What follows belongs to an exercise in optimizing a design on an open flow for small area, a short achievable clock period and few clock cycles per item; a production flow would make more cautious choices.
The RTL was checked by simulation tests, not by an equivalence proof against the original design.

`design.v`:
```
package tci_pkg;
  localparam int MaxPointsDefault = 64;
  localparam int CfgWidth         = 7;
  localparam int CfgIndexWidth    = 1;
  localparam logic [0:0] OP_LOAD  = 1'b0;
  localparam logic [0:0] OP_QUERY = 1'b1;
  localparam logic [CfgIndexWidth-1:0] REG_POINTS_IN_USE = 1'b0;
  localparam logic [CfgIndexWidth-1:0] REG_INTERP_MODE   = 1'b1;
  localparam logic [1:0] POS_LOW    = 2'd0;
  localparam logic [1:0] POS_HIGH   = 2'd1;
  localparam logic [1:0] POS_INSIDE = 2'd2;
  typedef struct packed {
    logic [0:0]  opcode;
    logic [5:0]  point_index;
    logic [15:0] point_x;
    logic [15:0] point_y;
    logic [15:0] query_x;
  } in_item_t;
  typedef struct packed {
    logic signed [17:0] interp_value;
    logic [1:0]         position_code;
  } out_item_t;
endpackage
module tci_ram (
  input  logic             clk,
  input  logic             we,
  input  logic [5:0]       waddr,
  input  logic [15:0]      wx,
  input  logic [15:0]      wy,
  output logic [64*16-1:0] xs,
  output logic [64*16-1:0] ys
);
  for (genvar i = 0; i < 64; i++) begin : g_ent
    logic [15:0] xr, yr;
    always_ff @(posedge clk) begin
      if (we && waddr == 6'(i)) begin
        xr <= wx;
        yr <= wy;
      end
    end
    assign xs[i*16 +: 16] = xr;
    assign ys[i*16 +: 16] = yr;
  end
endmodule
module tci_front (
  input  logic [15:0]      q,
  input  logic [64*16-1:0] xs,
  input  logic [62:0]      seg_mask,    
  input  logic [63:0]      last_oh,     
  output logic             below,       
  output logic             above,       
  output logic [62:0]      cond         
);
  logic [63:0] lt, gt;
  for (genvar i = 0; i < 64; i++) begin : g_cmp
    tci_cmp16 u_cmp (.a(q), .b(xs[i*16 +: 16]), .lt(lt[i]), .gt(gt[i]));
  end
  for (genvar i = 0; i < 63; i++) begin : g_cond
    assign cond[i] = !lt[i] && !gt[i+1] && seg_mask[i];
  end
  assign below = !gt[0];
  assign above = |(gt & last_oh);
endmodule
module tci_cmp16 (
  input  logic [15:0] a,
  input  logic [15:0] b,
  output logic        lt,
  output logic        gt
);
  logic [15:0] g1, l1;
  logic [7:0]  g2, l2;
  logic [3:0]  g3, l3;
  logic [1:0]  g4, l4;
  assign g1 = a & ~b;
  assign l1 = ~a & b;
  for (genvar i = 0; i < 8; i++) begin : g_l2
    assign g2[i] = g1[2*i+1] | (~l1[2*i+1] & g1[2*i]);
    assign l2[i] = l1[2*i+1] | (~g1[2*i+1] & l1[2*i]);
  end
  for (genvar i = 0; i < 4; i++) begin : g_l3
    assign g3[i] = g2[2*i+1] | (~l2[2*i+1] & g2[2*i]);
    assign l3[i] = l2[2*i+1] | (~g2[2*i+1] & l2[2*i]);
  end
  for (genvar i = 0; i < 2; i++) begin : g_l4
    assign g4[i] = g3[2*i+1] | (~l3[2*i+1] & g3[2*i]);
    assign l4[i] = l3[2*i+1] | (~g3[2*i+1] & l3[2*i]);
  end
  assign gt = g4[1] | (~l4[1] & g4[0]);
  assign lt = l4[1] | (~g4[1] & l4[0]);
endmodule
module tci_divrows #(
  parameter int R = 4
) (
  input  logic [15:0] r_in,
  input  logic [15:0] den,
  output logic [15:0] r_out,
  output logic [R-1:0] bits
);
  logic [15:0] r [R+1];
  assign r[0] = r_in;
  for (genvar k = 0; k < R; k++) begin : g_row
    logic [16:0] r2;
    logic [17:0] df;
    assign r2 = {r[k], 1'b0};
    assign df = {1'b0, r2} - {2'b00, den};
    assign bits[R-1-k] = !df[17];
    assign r[k+1] = df[17] ? r2[15:0] : df[15:0];
  end
  assign r_out = r[R];
endmodule
module tci_div4 #(
  parameter int R = 2
) (
  input  logic [15:0]    r_in,
  input  logic [15:0]    den,
  input  logic [17:0]    den3,
  output logic [15:0]    r_out,
  output logic [2*R-1:0] bits
);
  logic [15:0] r [R+1];
  assign r[0] = r_in;
  for (genvar k = 0; k < R; k++) begin : g_step
    logic [17:0] r4;
    logic [18:0] c1, c2, c3;
    assign r4 = {r[k], 2'b00};
    assign c1 = {1'b0, r4} - {3'b000, den};
    assign c2 = {1'b0, r4} - {2'b00, den, 1'b0};
    assign c3 = {1'b0, r4} - {1'b0, den3};
    always_comb begin
      if (!c3[18])      begin bits[2*(R-1-k) +: 2] = 2'd3; r[k+1] = c3[15:0]; end
      else if (!c2[18]) begin bits[2*(R-1-k) +: 2] = 2'd2; r[k+1] = c2[15:0]; end
      else if (!c1[18]) begin bits[2*(R-1-k) +: 2] = 2'd1; r[k+1] = c1[15:0]; end
      else              begin bits[2*(R-1-k) +: 2] = 2'd0; r[k+1] = r4[15:0]; end
    end
  end
  assign r_out = r[R];
endmodule
module tci_coef (
  input  logic               mode,      
  input  logic [1:0]         dsel,      
  input  logic [15:0]        p0, p1, p2, p3,
  output logic signed [19:0] ca,
  output logic signed [19:0] cb,
  output logic signed [17:0] cc,
  output logic [15:0]        cdv        
);
  logic signed [19:0] e, f, w, ca_c, cb_c;
  assign e    = $signed({4'd0, p0}) - $signed({4'd0, p1});
  assign f    = $signed({4'd0, p2}) - $signed({4'd0, p1});
  assign w    = $signed({4'd0, p3}) - $signed({4'd0, p0});
  assign ca_c = w - f - (f <<< 1);
  assign cb_c = e + f - ca_c;
  always_comb begin
    if (dsel != 2'd0) begin
      ca = '0; cb = '0; cc = '0;
    end else if (mode) begin
      ca = ca_c;
      cb = cb_c;
      cc = 18'(f - e);
    end else begin
      ca = '0; cb = '0;
      cc = 18'(f <<< 1);
    end
    cdv = (dsel == 2'd2) ? p2 : p1;
  end
endmodule
module tci_benc (
  input  logic [15:0] t,
  output logic [26:0] enc         
);
  logic [17:0] tt;
  assign tt = {2'b00, t};
  always_comb begin
    for (int j = 0; j < 9; j++) begin
      logic b2, b1, b0;
      b2 = tt[2*j+1]; b1 = tt[2*j]; b0 = (j == 0) ? 1'b0 : tt[2*j-1];
      enc[3*j]   = b1 ^ b0;
      enc[3*j+1] = (b2 & ~b1 & ~b0) | (~b2 & b1 & b0);
      enc[3*j+2] = b2 & ~(b1 & b0);
    end
  end
endmodule
module tci_bmul #(parameter int W = 36, parameter int N = 53) (
  input  logic signed [W-1:0] h,
  input  logic [26:0]         enc,    
  input  logic [N-1:0]        addend,
  output logic [N-1:0]        sum
);
  localparam int NR = 9;
  logic [N-1:0] rows [NR];
  logic [N-1:0] negs;
  logic [N-1:0] kc;
  always_comb begin
    negs = '0;
    kc = '0;
    for (int j = 0; j < NR; j++) begin
      logic neg, one, two;
      logic [W:0] pp;
      logic [W:0] hx;
      one = enc[3*j];
      two = enc[3*j+1];
      neg = enc[3*j+2];
      hx = {h[W-1], h};
      for (int i = 0; i <= W; i++) begin
        pp[i] = ((one & hx[i]) | (two & ((i == 0) ? 1'b0 : hx[i-1]))) ^ neg;
      end
      pp[W] = ~pp[W];
      rows[j] = N'(pp) << (2*j);
      negs[2*j] = neg;
      kc = kc - (N'(1) << (W + 2*j));
    end
  end
  logic [11*N-1:0] rr;
  always_comb begin
    for (int j = 0; j < NR; j++) rr[j*N +: N] = rows[j] | ((j > 0) ? (negs & (N'(1) << (2*j-2))) : '0);
    rr[9*N +: N]  = addend;
    rr[10*N +: N] = kc;
  end
  tci_csa11 #(.N(N)) u_tree (.rf(rr), .sum(sum));
endmodule
module tci_csa11 #(parameter int N = 53) (
  input  logic [11*N-1:0] rf,
  output logic [N-1:0] sum
);
  logic [N-1:0] r [11];
  for (genvar k = 0; k < 11; k++) begin : g_in
    assign r[k] = rf[k*N +: N];
  end
  logic [N-1:0] s [9];
  logic [N-1:0] c [9];
  logic [N-1:0] x [9][3];
  always_comb begin
    x[0][0] = r[0]; x[0][1] = r[1]; x[0][2] = r[2];
    x[1][0] = r[3]; x[1][1] = r[4]; x[1][2] = r[5];
    x[2][0] = r[6]; x[2][1] = r[7]; x[2][2] = r[8];
    x[3][0] = s[0]; x[3][1] = c[0]; x[3][2] = s[1];
    x[4][0] = c[1]; x[4][1] = s[2]; x[4][2] = c[2];
    x[5][0] = s[3]; x[5][1] = c[3]; x[5][2] = s[4];
    x[6][0] = c[4]; x[6][1] = r[9]; x[6][2] = r[10];
    x[7][0] = s[5]; x[7][1] = c[5]; x[7][2] = s[6];
    x[8][0] = s[7]; x[8][1] = c[7]; x[8][2] = c[6];
  end
  for (genvar k = 0; k < 9; k++) begin : g_csa
    assign s[k] = x[k][0] ^ x[k][1] ^ x[k][2];
    assign c[k] = N'({(x[k][0] & x[k][1]) | (x[k][0] & x[k][2]) | (x[k][1] & x[k][2]), 1'b0});
  end
  assign sum = s[8] + c[8];
endmodule
module table_curve_interpolator_unit #(
  parameter int MaxPoints = tci_pkg::MaxPointsDefault
) (
  input  logic                              clk,
  input  logic                              rst,
  input  logic                              in_valid,
  output logic                              in_stall,
  input  tci_pkg::in_item_t                 in_data,
  output logic                              out_valid,
  input  logic                              out_stall,
  output tci_pkg::out_item_t                out_data,
  input  logic                              cfg_we,
  input  logic [tci_pkg::CfgIndexWidth-1:0] cfg_index,
  input  logic [tci_pkg::CfgWidth-1:0]      cfg_data
);
  localparam int R4    = 2;               
  localparam int DST   = 8 / R4;          
  localparam int YRD   = DST - 2;         
  localparam int CRED  = 11;              
  localparam int FD    = CRED - 1;        
  logic [6:0] points_in_use;
  logic       interp_mode;
  always_ff @(posedge clk) begin
    if (rst) begin
      points_in_use <= 7'd2;
      interp_mode   <= 1'b1;
    end else if (cfg_we) begin
      case (cfg_index)
        tci_pkg::REG_POINTS_IN_USE: points_in_use <= cfg_data;
        tci_pkg::REG_INTERP_MODE:   interp_mode   <= cfg_data[0];
        default: ;
      endcase
    end
  end
  logic [6:0]  n_eff;
  logic [5:0]  n_m1;
  logic [62:0] seg_mask;
  logic [63:0] last_oh;
  always_comb begin
    if (points_in_use < 7'd2)       n_eff = 7'd2;
    else if (points_in_use > 7'd64) n_eff = 7'd64;
    else                            n_eff = points_in_use;
  end
  assign n_m1 = 6'(n_eff - 7'd1);
  for (genvar i = 0; i < 64; i++) begin : g_dec
    assign last_oh[i] = (n_m1 == 6'(i));
    if (i < 63) begin : g_m
      assign seg_mask[i] = (7'(i) < 7'(n_eff - 7'd1));
    end
  end
  logic        ld_block, acc, take, isq;
  logic [4:0]  cnt, cnt_n;
  logic        full_r;
  assign isq      = (in_data.opcode == tci_pkg::OP_QUERY);
  assign in_stall = isq ? full_r : ld_block;
  assign acc      = in_valid && !in_stall;
  assign take     = out_valid && !out_stall;
  assign cnt_n    = cnt + 5'(acc && isq) - 5'(take);
  always_ff @(posedge clk) begin
    if (rst) begin
      cnt    <= '0;
      full_r <= 1'b0;
    end else begin
      cnt    <= cnt_n;
      full_r <= (cnt_n >= 5'(CRED));
    end
  end
  logic [64*16-1:0] xs, ys;
  tci_ram u_ram (
    .clk, .we(acc && !isq), .waddr(in_data.point_index),
    .wx(in_data.point_x), .wy(in_data.point_y), .xs, .ys
  );
  logic        s_below, s_above;
  logic [62:0] s_cond;
  tci_front u_front (
    .q(in_data.query_x), .xs, .seg_mask, .last_oh,
    .below(s_below), .above(s_above), .cond(s_cond)
  );
  logic [62:0] first;
  logic        found;
  logic [31:0] rowE, rowO;
  logic        par;
  logic [5:0]  seg_bin;
  assign first = s_cond & (~s_cond + 63'd1);
  assign found = |s_cond;
  always_comb begin
    for (int r = 0; r < 32; r++) begin
      rowE[r] = first[2*r] | ((r > 0) ? first[2*r-1] : 1'b0);
      rowO[r] = first[2*r] | ((r < 31) ? first[2*r+1] : 1'b0);
    end
    par = 1'b0;
    for (int r = 0; r < 31; r++) par = par | first[2*r+1];
    seg_bin = '0;
    for (int i = 0; i < 63; i++) seg_bin = seg_bin | ({6{first[i]}} & 6'(i));
  end
  logic        b_v, b_below, b_above, b_found, b_par;
  logic [15:0] b_q;
  logic [31:0] b_rowE, b_rowO;
  logic [5:0]  b_seg;
  always_ff @(posedge clk) begin
    if (rst) b_v <= 1'b0;
    else     b_v <= acc && isq;
    b_q     <= in_data.query_x;
    b_below <= s_below;
    b_above <= s_above;
    b_found <= found;
    b_par   <= par;
    b_rowE  <= rowE;
    b_rowO  <= rowO;
    b_seg   <= seg_bin;
  end
  logic [15:0] xE, xO, x1, x2;
  always_comb begin
    xE = '0;
    xO = '0;
    for (int r = 0; r < 32; r++) begin
      xE = xE | ({16{b_rowE[r]}} & xs[(2*r)*16 +: 16]);
      xO = xO | ({16{b_rowO[r]}} & xs[(2*r+1)*16 +: 16]);
    end
  end
  assign x1 = b_par ? xO : xE;
  assign x2 = b_par ? xE : xO;
  logic        dd_v;
  logic [15:0] dd_d, dd_den;
  logic [17:0] dd_den3;
  logic [5:0]  dd_s;
  logic [1:0]  dd_code, dd_dsel;
  logic        b_in;
  assign b_in = !b_below && !b_above && b_found;
  always_ff @(posedge clk) begin
    if (rst) dd_v <= 1'b0;
    else     dd_v <= b_v;
    dd_d    <= b_q - x1;
    dd_den  <= x2 - x1;
    dd_den3 <= {1'b0, x2, 1'b0} + {2'b00, x2} - {1'b0, x1, 1'b0} - {2'b00, x1};
    if (b_below) begin
      dd_s <= 6'd0;  dd_code <= tci_pkg::POS_LOW;
    end else if (b_above || !b_found) begin
      dd_s <= n_m1;  dd_code <= tci_pkg::POS_HIGH;
    end else begin
      dd_s <= b_seg; dd_code <= tci_pkg::POS_INSIDE;
    end
    dd_dsel <= !b_in ? 2'd1 : (b_q == x1) ? 2'd1 : (b_q == x2) ? 2'd2 : 2'd0;
  end
  logic        e_v   [DST+1];
  logic [15:0] e_r   [DST+1];
  logic [15:0] e_den [DST+1];
  logic [17:0] e_den3[DST+1];
  logic [15:0] e_t   [DST+1];
  logic [5:0]  e_s   [DST+1];
  logic [1:0]  e_code[DST+1];
  logic [1:0]  e_dsel[DST+1];
  assign e_v[0]    = dd_v;
  assign e_r[0]    = dd_d;
  assign e_den[0]  = dd_den;
  assign e_den3[0] = dd_den3;
  assign e_t[0]    = '0;
  assign e_s[0]    = dd_s;
  assign e_code[0] = dd_code;
  assign e_dsel[0] = dd_dsel;
  for (genvar k = 0; k < DST; k++) begin : g_div
    logic [15:0]       r_nx;
    logic [2*R4-1:0]   bits;
    tci_div4 #(.R(R4)) u_steps (
      .r_in(e_r[k]), .den(e_den[k]), .den3(e_den3[k]), .r_out(r_nx), .bits
    );
    always_ff @(posedge clk) begin
      if (rst) e_v[k+1] <= 1'b0;
      else     e_v[k+1] <= e_v[k];
      e_r[k+1]    <= r_nx;
      e_den[k+1]  <= e_den[k];
      e_den3[k+1] <= e_den3[k];
      e_t[k+1]    <= 16'({e_t[k], bits});
      e_s[k+1]    <= e_s[k];
      e_code[k+1] <= e_code[k];
      e_dsel[k+1] <= e_dsel[k];
    end
  end
  logic [5:0]  ybase;
  logic [15:0] yb [4];
  logic [15:0] yraw [4];
  logic [5:0]  ys_s;
  assign ys_s  = e_s[YRD];
  assign ybase = ys_s - 6'd1;
  always_comb begin
    for (int b = 0; b < 4; b++) begin
      logic [1:0] k;
      logic [5:0] e;
      k = 2'(b) - ybase[1:0];
      e = ybase + 6'(k);
      yb[b] = ys[{e[5:2], 2'(b)}*16 +: 16];
    end
    for (int k = 0; k < 4; k++) begin
      yraw[k] = yb[2'(ybase[1:0] + 2'(k))];
    end
  end
  logic [15:0] y1_p0, y1_p1, y1_p2, y1_p3;
  always_ff @(posedge clk) begin
    y1_p1 <= yraw[1];
    y1_p2 <= yraw[2];
    y1_p0 <= (ys_s == 6'd0) ? yraw[1] : yraw[0];
    y1_p3 <= (7'(ys_s) + 7'd2 < n_eff) ? yraw[3] : yraw[2];
  end
  logic signed [19:0] k_ca, k_cb;
  logic signed [17:0] k_cc;
  logic [15:0]        k_cdv;
  tci_coef u_coef (
    .mode(interp_mode), .dsel(e_dsel[YRD+1]), .p0(y1_p0), .p1(y1_p1), .p2(y1_p2), .p3(y1_p3),
    .ca(k_ca), .cb(k_cb), .cc(k_cc), .cdv(k_cdv)
  );
  logic signed [19:0] y_ca, y_cb;
  logic signed [17:0] y_cc;
  logic [15:0]        y_cdv;
  always_ff @(posedge clk) begin
    y_ca  <= k_ca;
    y_cb  <= k_cb;
    y_cc  <= k_cc;
    y_cdv <= k_cdv;
  end
  logic               y_v;
  logic [15:0]        y_t;
  logic [1:0]         y_code;
  assign y_v    = e_v[DST];
  assign y_t    = e_t[DST];
  assign y_code = e_code[DST];
  logic               m1_v;
  logic signed [35:0] m1_h;
  logic signed [17:0] m1_cc;
  logic [15:0]        m1_cdv;
  logic [26:0]        m1_enc;
  logic [1:0]         m1_code;
  logic [35:0] h1_full;
  logic [26:0] y_enc;
  tci_benc u_enc (.t(y_t), .enc(y_enc));
  tci_bmul #(.W(20), .N(36)) u_m1 (
    .h(y_ca), .enc(y_enc), .addend({y_cb, 16'd0}), .sum(h1_full)
  );
  always_ff @(posedge clk) begin
    if (rst) m1_v <= 1'b0;
    else     m1_v <= y_v;
    m1_h    <= h1_full[35:0];
    m1_cc   <= y_cc;
    m1_cdv  <= y_cdv;
    m1_enc  <= y_enc;
    m1_code <= y_code;
  end
  logic               m2_v;
  logic signed [34:0] m2_h;
  logic [15:0]        m2_cdv;
  logic [26:0]        m2_enc;
  logic [1:0]         m2_code;
  logic [50:0] h2_full;
  tci_bmul #(.W(36), .N(51)) u_m2 (
    .h(m1_h), .enc(m1_enc), .addend({m1_cc[17], m1_cc, 16'd0, 16'd32768}), .sum(h2_full)
  );
  always_ff @(posedge clk) begin
    if (rst) m2_v <= 1'b0;
    else     m2_v <= m1_v;
    m2_h    <= h2_full[50:16];
    m2_cdv  <= m1_cdv;
    m2_enc  <= m1_enc;
    m2_code <= m1_code;
  end
  logic [51:0] h3_full;
  tci_bmul #(.W(35), .N(52)) u_m3 (
    .h(m2_h), .enc(m2_enc), .addend({3'd0, m2_cdv, 1'b1, 16'd0, 16'd32768}), .sum(h3_full)
  );
  logic               m3_v;
  logic signed [18:0] m3_val;
  logic [1:0]         m3_code;
  always_ff @(posedge clk) begin
    if (rst) m3_v <= 1'b0;
    else     m3_v <= m2_v;
    m3_val  <= $signed(h3_full[51:33]);
    m3_code <= m2_code;
  end
  logic [17:0] v_sat;
  logic [19:0] r_data;
  logic        r_v;
  always_comb begin
    if (m3_val < -19'sd131072)     v_sat = 18'h20000;
    else if (m3_val > 19'sd131071) v_sat = 18'h1ffff;
    else                           v_sat = m3_val[17:0];
  end
  assign r_v    = m3_v;
  assign r_data = {v_sat, m3_code};
  logic [19:0] fifo [FD];
  logic [3:0]  wp, rp;
  logic [4:0]  fcnt;
  logic        head_free, push, pop;
  assign head_free = !out_valid || !out_stall;
  assign pop  = head_free && (fcnt != '0);
  assign push = r_v && !(head_free && (fcnt == '0));
  always_ff @(posedge clk) begin
    if (rst) begin
      out_valid <= 1'b0;
      wp   <= '0;
      rp   <= '0;
      fcnt <= '0;
    end else begin
      if (head_free) out_valid <= (fcnt != '0) || r_v;
      if (push) wp <= (wp == 4'(FD - 1)) ? '0 : wp + 4'd1;
      if (pop)  rp <= (rp == 4'(FD - 1)) ? '0 : rp + 4'd1;
      fcnt <= fcnt + 5'(push) - 5'(pop);
    end
    if (head_free) out_data <= (fcnt != '0) ? fifo[rp] : r_data;
    if (push) fifo[wp] <= r_data;
  end
  always_comb begin
    ld_block = b_v || dd_v;
    for (int k = 1; k <= YRD; k++) ld_block = ld_block || e_v[k];
  end
endmodule
```
`run.sh`:
```
#!/bin/bash
# synth_recipe.tcl (not shown) runs the flow's synth.tcl, then flattens the netlist and writes it again
# the make line also repeats each setting of config.mk as NAME=value (left out here)
make -C /OpenROAD-flow-scripts/flow DESIGN_CONFIG=/design/flow/config.mk WORK_HOME=/design/flow/orfs CLKGATE_MAP_FILE= SYNTH_SCRIPT=/design/flow/synth_recipe.tcl finish
```
`config.mk`:
```
export PLATFORM = sky130hd
export DESIGN_NAME = table_curve_interpolator_unit
export DESIGN_NICKNAME = table_curve_interpolator_unit
export VERILOG_FILES = /design/flow/design.v
export SDC_FILE = /design/flow/constraint.sdc
export NUM_CORES = 4
export LEC_CHECK = 0
export ABC_CLOCK_PERIOD_IN_PS = 6500
export CAP_MARGIN = 20
export CORE_MARGIN = 2
export CORE_UTILIZATION = 50
export SETUP_SLACK_MARGIN = 5
export SLEW_MARGIN = 20
```
`constraint.sdc`:
```
create_clock -name core_clock -period 13.0 [get_ports {clk}]
set_input_delay 2.6000 -clock core_clock [delete_from_list [all_inputs] [get_ports {clk}]]
set_output_delay 2.6000 -clock core_clock [all_outputs]
set_load 0.01 [all_outputs]
```
==> metrics.md, run 1 <==
| Metric | Value |
|---|---|
| Core Box Area | 388000 µm² |
| Final period util | 61.5% |
| Pin count of the biggest net entering global routing | 108 |
| Clk root buf | clkbuf_16 |
| Htree depth | 5 |
| Startpoint Class | input pin |
| Vias per inst | 6.59 |
| Cell count after placement | 22.7k |
| Adder-Cell Fraction of Synth Area | 14.3% |
| Register clock-pin slew on the reported worst setup and hold paths | 0.06 ns |
| Fraction of layout cells with a size suffix above 1 | 9.86% |
| Status | timing/DRC/antenna clean |
| Die area | 394000 µm² |
| Clock latency on the worst-skew pair | 1.00 ns |
| Peak Freq | 125 MHz |
| Crit path time final | 8.00 ns |
| Total CTS buffers | 333 |
| Nets | 19.5k |
| WL per Instance | 32.8 µm |
| Die Y | 628 µm |
| Initial antenna violation count | 55 |
| Worst Path Required | 13.94 ns |
| Syn Nets | 19.8k |
| Row Count | 229 |
| Initial Utilization | 50.1% |
| Max FO, Critical Path | 48 |
| Drt total wl | 765000 µm |
| Vias after detailed routing | 154k |
| Synthesized flop and latch total | 3003 |
| Post-Route Setup TNS | 0 ns |
| Fill cell count | 33.6k |
| Post-Synth XOR/XNOR Area | 5.32% |
| Multiplexer share of the synthesized area | 4.98% |
| Drt pass-1 iters | 9 |
| Post-synth EDFFs | 2268 |
| CTS sink count | 3003 |
| Starting DRT DRC Count | 22.1k |
| Largest family of logic cells by synthesized area | compound AO/OA/AOI/OAI gates |
| Setup slack, reg-to-reg | 5.36 ns |
| Synth Flop Type | edfxtp_1 |
| Register area share after synthesis | 42.6% |
| Synthesized area per cell | 10.8 µm² |
| # IOs | 90 |
| Synth async-reset ratio | 0% |
| First-pass GRT wire length | 1070000 µm |
| Non-filler cells, final | 23.4k |
| Port buffer count | 89 |
| Final setup viols | 0 |
| Worst Setup End Kind | flip-flop |
| Hold Slack | 0.313 ns |
| ANT nets after route | 0 |
| Worst-case clock buffer depth | 4 |
| Critical Path AT | 8.94 ns |
| Synth Area in Simple Gates | 8.72% |
| Max-slew headroom | 8.33% |
| # DRC | 0 |
| GR Overflow Total | 0 |
| CTS tree | done |
| Synth Area in Compound Gates | 18.4% |
| Max Cap Viol | 0 |
| Mapped Cells | 18.1k |
| Total GRT Usage | 38.0% |
| Number of global-route vias before repair | 144k |
| RSZ-0062 raised after global routing | no |
| Half-perimeter wire length after placement | 541000 µm |
| Die W | 628 µm |
| Clock Skew | 0.0698 ns |
| Synth-to-Final Area Change | 9.47% |
| Slew @ Worst Pin | 1.37 ns |
| Final hold violation count | 0 |
| Synth Warn # | 47 |
| Final Max Tran Viols | 0 |
| Most frequent cells in the layout | 2268 x edfxtp_1, 1650 x inv_1, 1132 x a22oi_1 |
| Min-delay worst type | flip-flop to flip-flop |
| Yosys cell types | 121 |
| Cell Area, Synth | 194000 µm² |
| CP Class | input pin to flip-flop |
| Routability Congestion | 1.10 |
| Hold Buf Count CTS | 0 |
| Commonest non-fill, non-tap cell in the layout | edfxtp_1 |
[state kept, by name, summed over array words and instances, names as in the netlist, 18 cells and up, named ones only]
name	cells
u_ram.g_ent.xr	1024
e_den3	54
m2_enc	25
m3_val	19
fifo	200
e_den	45
m1_h	36
e_r	48
dd_den3	18
m1_enc	25
out_data	20
e_t	40
y_cc	18
y_cb	20
b_rowO	32
u_ram.g_ent.yr	1024
y_ca	19
m2_h	35
m1_cc	18
b_rowE	32
[critical path: stages]
cell and delay (ns):
buf_4 0.30, inv_2 0.67, buf_4 0.55, o21ai_0 0.21, a211o_1 0.32, a21boi_0 0.58
o21ai_0 0.18, a21boi_0 0.86, o22ai_1 0.37, nor4bb_1 0.68, and4bb_4 0.38, nand4_1 0.19
or4b_1 0.72, nand4b_1 0.17, or4_1 0.12
[layout make-up]
cell class              count  area [µm²]  area share [%]
repair buffers            534        4120            1.94
multi-input cells       12300      102000            47.8
well taps                5197        6500            3.05
inverters                1673        6290            2.95
flip-flops and latches   3003       82900            38.9
clock buffers             442        9320            4.38
clock inverters           174        2000           0.939
diodes                     49         123          0.0576
[cells by family after synthesis]
logic type / count (synthesis)
fa+ha+maj: 1828
flops: 3003
xor+xnor: 1179
buf+inv: 2802
compound gates: 5306
mux: 567
simple gates: 3401
[path summary, 6_finish.rpt]
path,startpoint,endpoint,depth (start not counted)
worst min register to register,y_cc[3],m1_cc[3],0
worst min-delay path,y_cc[3],m1_cc[3],0
worst max-delay path,in_data[2],b_seg[4],15
worst max register to register,m2_enc[17],m3_val[11],23
[layer usage]
metal | vias up | global-route usage (%) | part of all wire [%]
met5 | - | 0 | 0.016
met4 | 20 | 23.5 | 7.4
met3 | 1989 | 8.68 | 11
met2 | 9662 | 55.4 | 42
met1 | 76200 | 51.4 | 40
li1 | 66100 | - | -
[stage by stage]
step	instance area, µm²	setup WS (ns)	utilization, %
finish	213000	5.00	54.8
global route	213000	5.01	54.8
CTS	213000	5.03	54.8
detailed placement	201000	4.12	51.8
global placement	201000	3.99	51.8
floorplan	194000	6.25	-
[what timing repair did]
item,in CTS,in global routing
gates cloned,0,1
buffers inserted,0,1
gates resized for setup,14,29
pin swaps,0,1
endpoints found under the setup margin,26,54
[Yosys cell counts, types with 211 or more instances]
library cell | count | area, µm²
edfxtp_1 | 2268 | 68100
inv_1 | 1652 | 6200
a22oi_1 | 1133 | 8510
a21oi_1 | 1072 | 5370
ha_1 | 937 | 11700
nor2_1 | 920 | 3450
xnor2_1 | 881 | 7720
o21ai_0 | 858 | 4290
clkbuf_1 | 760 | 2850
nand2_1 | 744 | 2790
dfxtp_1 | 735 | 14700
fa_1 | 707 | 14200
mux4_2 | 312 | 7030
nand2b_1 | 298 | 1860
nor2b_1 | 298 | 1860
xor2_1 | 297 | 2600
nor3_1 | 249 | 1250
o21a_1 | 231 | 1730
a21o_1 | 222 | 1670
a31oi_1 | 215 | 1350
nand3_1 | 212 | 1060
a211oi_1 | 211 | 1580
Testbench counts, summed over its fixed seeds: cycles 3,712, items 3,072.
==> run 2: changes to the inputs <==
--- a/config.mk
+++ b/config.mk
@@ -11,2 +11,3 @@
 export CORE_UTILIZATION = 50
+export CTS_BUF_LIST = sky130_fd_sc_hd__clkbuf_8
 export SETUP_SLACK_MARGIN = 5
==> metrics.md, run 2 <==
| Metric | Value |
|---|---|
| Status | timing/DRC/antenna clean |
| Max Cap Viol | 0 |
| Total CTS buffers | 524 |
| Startpoint Class | input pin |
| Clock Skew | 0.105 ns |
| Clk root buf | clkbuf_8 |
| Total GRT Usage | 38.1% |
| WL per Instance | 32.4 µm |
| Final Max Tran Viols | 0 |
| Vias per inst | 6.52 |
| Fraction of layout cells with a size suffix above 1 | 10.8% |
| RSZ-0062 raised after global routing | no |
| Initial Utilization | 50.1% |
| Post-synth EDFFs | 2268 |
| Synthesized area per cell | 10.8 µm² |
| Critical Path AT | 9.00 ns |
| R2R depth | 18 |
| Final setup viols | 0 |
| Half-perimeter wire length after placement | 541000 µm |
| Pin count of the biggest net entering global routing | 108 |
| # DRC | 0 |
| Syn Nets | 19.8k |
| Top cells by area, synth | edfxtp_1 35%, dfxtp_1 7.6%, fa_1 7.3% |
| Nets | 19.7k |
| Vias after detailed routing | 154k |
| Clock latency on the worst-skew pair | 1.27 ns |
| Drt pass-1 iters | 10 |
| Register area share after synthesis | 42.6% |
| First-pass GRT wire length | 1080000 µm |
| Starting DRT DRC Count | 22.5k |
| Top-count cell post-synth | edfxtp_1 |
| Routability Congestion | 1.10 |
| Critical-path top delay cell | a211oi_1 |
| Core Box Area | 388000 µm² |
| Yosys top cell area share | 35.0% |
| GR Overflow Total | 0 |
| Cell taking the most area after synthesis | edfxtp_1 |
| CP Class | input pin to flip-flop |
| Port buffer count | 89 |
| Htree depth | 6 |
| Drt total wl | 768000 µm |
| Row Count | 229 |
| Worst Setup End Kind | flip-flop |
| Die area | 394000 µm² |
| Min-delay worst type | flip-flop to flip-flop |
| Worst Path Required | 14.20 ns |
| Slew @ Worst Pin | 1.35 ns |
| CTS tree | done |
| Die W | 628 µm |
| Number of global-route vias before repair | 146k |
| Synth async-reset ratio | 0% |
| Mapped Cells | 18.1k |
| Synthesized flop and latch total | 3003 |
| Die Y | 628 µm |
| Initial antenna violation count | 55 |
| Max-slew headroom | 8.84% |
| # IOs | 90 |
| Commonest non-fill, non-tap cell in the layout | edfxtp_1 |
| Largest delay share family, worst path | compound AO/OA/AOI/OAI gates |
| WHS Path Cells | 0 |
| Setup slack, reg-to-reg | 5.24 ns |
| Synth Flop Type | edfxtp_1 |
| ANT nets after route | 0 |
| CTS sink count | 3003 |
| Peak Freq | 128 MHz |
| Post-Route Setup TNS | 0 ns |
| Max FO, Critical Path | 44 |
| Commonest cells post-synth | 2268 x edfxtp_1, 1652 x inv_1, 1133 x a22oi_1 |
| Ordered cell list for the critical path | buf_2 -> buf_4 -> nand2_2 -> o21a_1 -> a2111oi_0 -> o21bai_1 -> a211oi_1 -> nor3b_1 -> a22oi_1 -> nand4_2 -> nor4_2 -> buf_4 -> nand3_1 -> a211oi_1 -> or3_1 -> or4b_1 |
| Yosys cell types | 121 |
| Final hold violation count | 0 |
| WP depth | 16 |
| Synth Warn # | 47 |
| Worst path max stage delay | 0.95 ns |
| Crit path time final | 7.80 ns |
| Register clock-pin slew on the reported worst setup and hold paths | 0.07 ns |
| Synth-to-Final Area Change | 9.08% |
| Most frequent cells in the layout | 2268 x edfxtp_1, 1804 x inv_1, 1132 x a22oi_1 |
| Top flop regs | u_ram.g_ent.xr x1024, u_ram.g_ent.yr x1024, fifo x200 |
| Buffer and inverter count on the worst path | 3 |
| Final period util | 60.0% |
| Fill cell count | 34.0k |
| Worst-case clock buffer depth | 4 |
| Cell Area, Synth | 194000 µm² |
## run 2: area by class of cell
type	instances	area (µm²)	area share [%]
flip-flops and latches	3003	82900	39.1
inverters	1673	6290	2.97
diodes	47	118	0.0554
multi-input cells	12300	102000	47.9
repair buffers	537	4150	1.95
clock buffers	564	7760	3.66
clock inverters	376	2780	1.31
well taps	5197	6500	3.07
## run 2: final timing paths
kind | start | to
setup / recovery | in_data[1] | b_seg[1]
hold / removal | m2_code[0] | m3_code[0]
setup reg to reg | points_in_use[6] | b_seg[1]
hold reg to reg | m2_code[0] | m3_code[0]
## run 2: cell families (layout without fill, tap and decap cells)
logic type	Yosys count	count (layout)	share of synthesized area, %
other	0	47	0
muxes	567	567	4.98
DFF	3003	3003	42.6
buffers and inverters	2802	3150	5.70
AOI/OAI and AO/OA	5306	5307	18.4
and+or+nand+nor	3401	3401	8.72
adders and majority gates	1828	1828	14.3
xor gates and xnor gates	1179	1179	5.32
## run 2: stage by stage
| stage | setup slack (ns) | cells | util, % | instance area [µm²] | hold slack, ns |
|---|---|---|---|---|---|
| 4_1_cts | 5.02 | 23600 | 54.6 | 212000 | 0.299 |
| 6_report | 5.20 | 23700 | 54.6 | 212000 | 0.309 |
| 3_3_place_gp | 3.99 | 22700 | 51.8 | 201000 | 0.312 |
| 5_1_grt | 4.97 | 23700 | 54.6 | 212000 | 0.325 |
| 3_5_place_dp | 4.12 | 22700 | 51.8 | 201000 | 0.312 |
| 2_1_floorplan | 6.25 | 18100 | - | 194000 | 0.310 |
## run 2: what timing repair did
| item | CTS | global route |
|---|---|---|
| hold endpoints to repair | 0 | 0 |
| buffers inserted | 0 | 3 |
| pin swaps | 0 | 2 |
| cloned | 0 | 1 |
| hold buffers | 0 | 0 |
| gates resized for setup | 14 | 27 |
| setup endpoints to repair | 29 | 49 |
## run 2: layer usage
metal | up-vias | wire length, µm | part of all wire [%] | GRT usage (%)
met5 | - | 168 | 0.022 | 0
met4 | 28 | 56100 | 7.3 | 23.2
met3 | 2034 | 82500 | 11 | 8.86
met2 | 9638 | 325000 | 42 | 55.9
met1 | 76200 | 304000 | 40 | 51.3
li1 | 66500 | - | - | -

afterwards: timing with drivers on the ports:
Ports are ideal in the flow. The routed layouts listed here were re-timed in OpenROAD. Step 1 sets driving cells, clkbuf_16 on the clock port and buf_2 on the other inputs (assumed; they add their load-dependent delay and slew). Step 2 times the ports against the registers' clock, not the clock port: input delays grow and output delays shrink by t, the midpoint of the rising clock arrivals with the driver on. a / b / c = ideal / step 1 / step 2; a / b = the first two.
run	t, ns	slack for setup (ns)	cell pins on the clock port's net
run 1	1.087	5.005 / 5.088 / 4.001	1
run 2	1.346	5.204 / 5.238 / 3.942	1
After both steps every run listed still meets setup and hold. The setup slack of run 2, which loses most, moves by +0.034 ns with the drivers and by -1.262 ns with both steps.
